Source: an optimization exercise on an open RTL-to-GDS flow (aim: small area, a short achievable clock period and few clock cycles per item). Production flows keep margins and buffers that such runs may drop.
RTL that was checked went through simulation tests only; none was proved equivalent to the original.
Power figures rest on the tool's default switching activity, not on a simulated workload.

## build 15
## moving_average_warmup
module moving_average_warmup #(
  parameter int MAX_WINDOW  = 64,
  parameter int SAMPLE_BITS = 16
) (
  input  logic                         clk,
  input  logic                         rst_n,
  input  logic                         in_valid,
  output logic                         in_stall,
  input  logic [SAMPLE_BITS-1:0]       in_sample,
  input  logic                         in_series_start,
  output logic                         out_valid,
  input  logic                         out_stall,
  output logic [mavg_pkg::AVG_W-1:0]   out_average,
  input  logic                         cfg_wr_en,
  input  logic [mavg_pkg::WIN_W-1:0]   cfg_wr_data
);
clock: 6.0 ns
lec_check: 0
cap_margin: 20
core_margin: 2
core_utilization: 50
cts_cluster_diameter: 50
cts_cluster_size: 40
setup_slack_margin: 3.6
slew_margin: 20
synth_hierarchical: 1
synth_minimum_keep_size: 0
tns_end_percent: 5
run.sh (not shown) runs the stock make flow with config.mk's settings and CLKGATE_MAP_FILE= SYNTH_SCRIPT=/design/flow/synth_recipe.tcl, a recipe that flattens the netlist after the stock synthesis.
Build 15 completed end to end with timing, DRC and antenna clean.
Testbench counts of build 15, summed over its fixed seeds: cycles 3,360, items 3,200.
Here is what was changed in the inputs of build 22 compared with build 15.
Settings: swapping 3.6 for 4.0 in SETUP_SLACK_MARGIN; swapping 40 for 30 in CTS_CLUSTER_SIZE; swapping 50 for 60 in CTS_CLUSTER_DIAMETER; swapping 50 for 35 in CORE_UTILIZATION.
==> comparison <==
Build 22 vs build 15, instance count: build 22 higher
Against build 15, build 22 comes in about 27% higher on combinational power.
Build 22 vs build 15, pre-CTS setup slack went up by 0.021 ns.
Of the two candidates, build 15 has the better total wire length and build 22 the worse one.
Area added between synthesis and finish in build 22 is 3.8 points above build 15.
Diff build 15 -> build 22 | tapcell count | up by more than a quarter
Input-level comparison between build 65 and build 22:
Settings: a change of SETUP_SLACK_MARGIN from 4.0 to 3.6.
==> run notes <==
Going from build 22 to build 65, hold slack flat, number of placement rows barely changed.
From build 22 to build 65, number of tap cells added at floorplan did not move at all.
Build 65: full flow OK, the timing, design-rule and antenna checks passed
Measured against each other, build 22 and build 65 differ in fmax, the higher figure coming from build 65.

* * *

## v11
Starting RTL as in the previous note.
==> flow/design.v (excerpt) <==
module moving_average_warmup #(
  parameter int MAX_WINDOW  = 64,
  parameter int SAMPLE_BITS = 16
) (
  input  logic                         clk,
  input  logic                         rst_n,
  input  logic                         in_valid,
  output logic                         in_stall,
  input  logic [SAMPLE_BITS-1:0]       in_sample,
  input  logic                         in_series_start,
  output logic                         out_valid,
  input  logic                         out_stall,
  output logic [mavg_pkg::AVG_W-1:0]   out_average,
  input  logic                         cfg_wr_en,
  input  logic [mavg_pkg::WIN_W-1:0]   cfg_wr_data
);
clock: 6.0 ns
lec_check: 0
cap_margin: 20
core_margin: 2
core_utilization: 35
cts_cluster_diameter: 60
cts_cluster_size: 30
setup_slack_margin: 3.8
slew_margin: 20
synth_hierarchical: 1
synth_minimum_keep_size: 0
tns_end_percent: 5
v11: PASS, flow complete, no timing, DRC or antenna violations
Testbench counts of v11, summed over its fixed seeds: cycles 3,360, items 3,200.
Changes in v30 relative to v11:
-- flow/config.mk --
<<< v11, line 11
export CTS_CLUSTER_DIAMETER = 60
export CTS_CLUSTER_SIZE = 30
export SETUP_SLACK_MARGIN = 3.8
export SLEW_MARGIN = 20
export SYNTH_HIERARCHICAL = 1
>>> v30, line 11
export CTS_CLUSTER_DIAMETER = 60
export CTS_CLUSTER_SIZE = 30
export SETUP_SLACK_MARGIN = 3.5
export SLEW_MARGIN = 20
export SYNTH_HIERARCHICAL = 1
[summary]
Relative contribution of the clock network to total power was higher in v30 than in v11.
Fmax, v30 and v11, higher one = v11.
Looking only at wire length per cell after detailed routing, and setting everything else aside, the lower value of v30 and v11 goes to v30.
Routed length on met2 of v30 falls short of that of v11 by a few percent.
Via count, v30 and v11, lower one = v30.

* * *

Another version of the RTL of moving_average_warmup (not shown whole).
Size in the first run: ~3800 cells after synthesis, ~55 I/O pins, about 65000 um^2 of cells after synthesis.
## moving_average_warmup
module moving_average_warmup #(
  parameter int MAX_WINDOW  = 64,
  parameter int SAMPLE_BITS = 16
) (
  input  logic                         clk,
  input  logic                         rst_n,
  input  logic                         in_valid,
  output logic                         in_stall,
  input  logic [SAMPLE_BITS-1:0]       in_sample,
  input  logic                         in_series_start,
  output logic                         out_valid,
  input  logic                         out_stall,
  output logic [mavg_pkg::AVG_W-1:0]   out_average,
  input  logic                         cfg_wr_en,
  input  logic [mavg_pkg::WIN_W-1:0]   cfg_wr_data
);
Settings: LEC_CHECK=0, CAP_MARGIN=20, CORE_MARGIN=2, CORE_UTILIZATION=55, CTS_CLUSTER_DIAMETER=60, CTS_CLUSTER_SIZE=30, SETUP_SLACK_MARGIN=3.6, SLEW_MARGIN=20, SYNTH_HIERARCHICAL=1, SYNTH_MINIMUM_KEEP_SIZE=0, TNS_END_PERCENT=5; clock period 6.0 ns.
The baseline went through all stages and came out clean.
Next try:
Settings changed: CORE_UTILIZATION 55 to 35.
The new run passed the timing, design-rule and antenna checks.
Worst setup slack improves by 0.014 ns.
Clock-buffer cell count decreases by 13.
Critical path depth increases by 1.
Sequential power is about the same.
First-iteration DRC count increases by 4.7%.
Area after synthesis is unchanged.
Total power decreases by 0.62%.
Final area increases by 2.5%.
Register-to-register slack hardly moves.
Clock skew increases by 0.013 ns.
Die area increases by 56%.
No run of this note included a check of the RTL's function; only the layout flow was run.

* * *

moving_average_warmup, a different RTL version from the one above (not shown whole).
For scale: roughly 3,800 cells after synthesis, about 64,000 um^2 of cells after synthesis.
==> flow/design.v (excerpt) <==
module moving_average_warmup #(
  parameter int MAX_WINDOW  = 64,
  parameter int SAMPLE_BITS = 16
) (
  input  logic                         clk,
  input  logic                         rst_n,
  input  logic                         in_valid,
  output logic                         in_stall,
  input  logic [SAMPLE_BITS-1:0]       in_sample,
  input  logic                         in_series_start,
  output logic                         out_valid,
  input  logic                         out_stall,
  output logic [mavg_pkg::AVG_W-1:0]   out_average,
  input  logic                         cfg_wr_en,
  input  logic [mavg_pkg::WIN_W-1:0]   cfg_wr_data
);
clock: 6.0 ns
lec_check: 0
cap_margin: 20
core_margin: 2
core_utilization: 35
setup_slack_margin: 3.0
slew_margin: 20
synth_hierarchical: 1
synth_minimum_keep_size: 0
The starting point ran to the end with no violations.
Edit:
- CTS_CLUSTER_DIAMETER: unset -> 60
- CTS_CLUSTER_SIZE: unset -> 30
- SETUP_SLACK_MARGIN: 3.0 -> 3.6
- TNS_END_PERCENT: unset -> 5
Cell area fell by about 1.3%.
Utilization is lower by 0.52 points.
Die area is unchanged.
Function was not checked in any run of this note: the RTL went through the layout flow alone.

## separate check: timing with driven ports
No port has a modelled driver above. Below, the same layouts with a new extraction and two added sets of constraints.
Step 1: set_driving_cell puts a clkbuf_16 on clk and a buf_2 on each other input, an assumption about the parent block.
Step 2 adds t to the input delays and takes it off the output delays; t is the mean of the earliest and latest rising clock arrival at the registers after step 1. Input paths then give back, and output paths get back, about the clock's delay inside the block.
a / b / c = ideal ports / drivers / drivers and shift; a / b = the first two.
run | t (ns) | setup slack, ns | slew at the worst register clock pin (ns)
build 15 | 0.828 | 3.387 / 3.359 / 2.818 | 0.09 / 0.09
build 22 | 0.823 | 3.413 / 3.413 / 2.794 | 0.11 / 0.11
build 65 | 0.816 | 3.421 / 3.421 / 2.769 | 0.11 / 0.11
v11 | 0.816 | 3.399 / 3.399 / 2.775 | 0.11 / 0.11
v30 | 0.815 | 3.387 / 3.317 / 2.608 | 0.11 / 0.11
the first run of note 3 | 0.784 | 3.363 / 3.363 / 2.912 | 0.10 / 0.10
the second run of note 3 | 0.818 | 3.378 / 3.378 / 2.756 | 0.11 / 0.11
the first run of note 4 | 0.847 | 3.029 / 3.029 / 2.713 | 0.07 / 0.07
the second run of note 4 | 0.808 | 3.091 / 3.091 / 2.734 | 0.10 / 0.10
After both steps every run listed still meets setup and hold. The setup slack of v30, which loses most, moves by -0.070 ns with the drivers and by -0.779 ns with both steps.
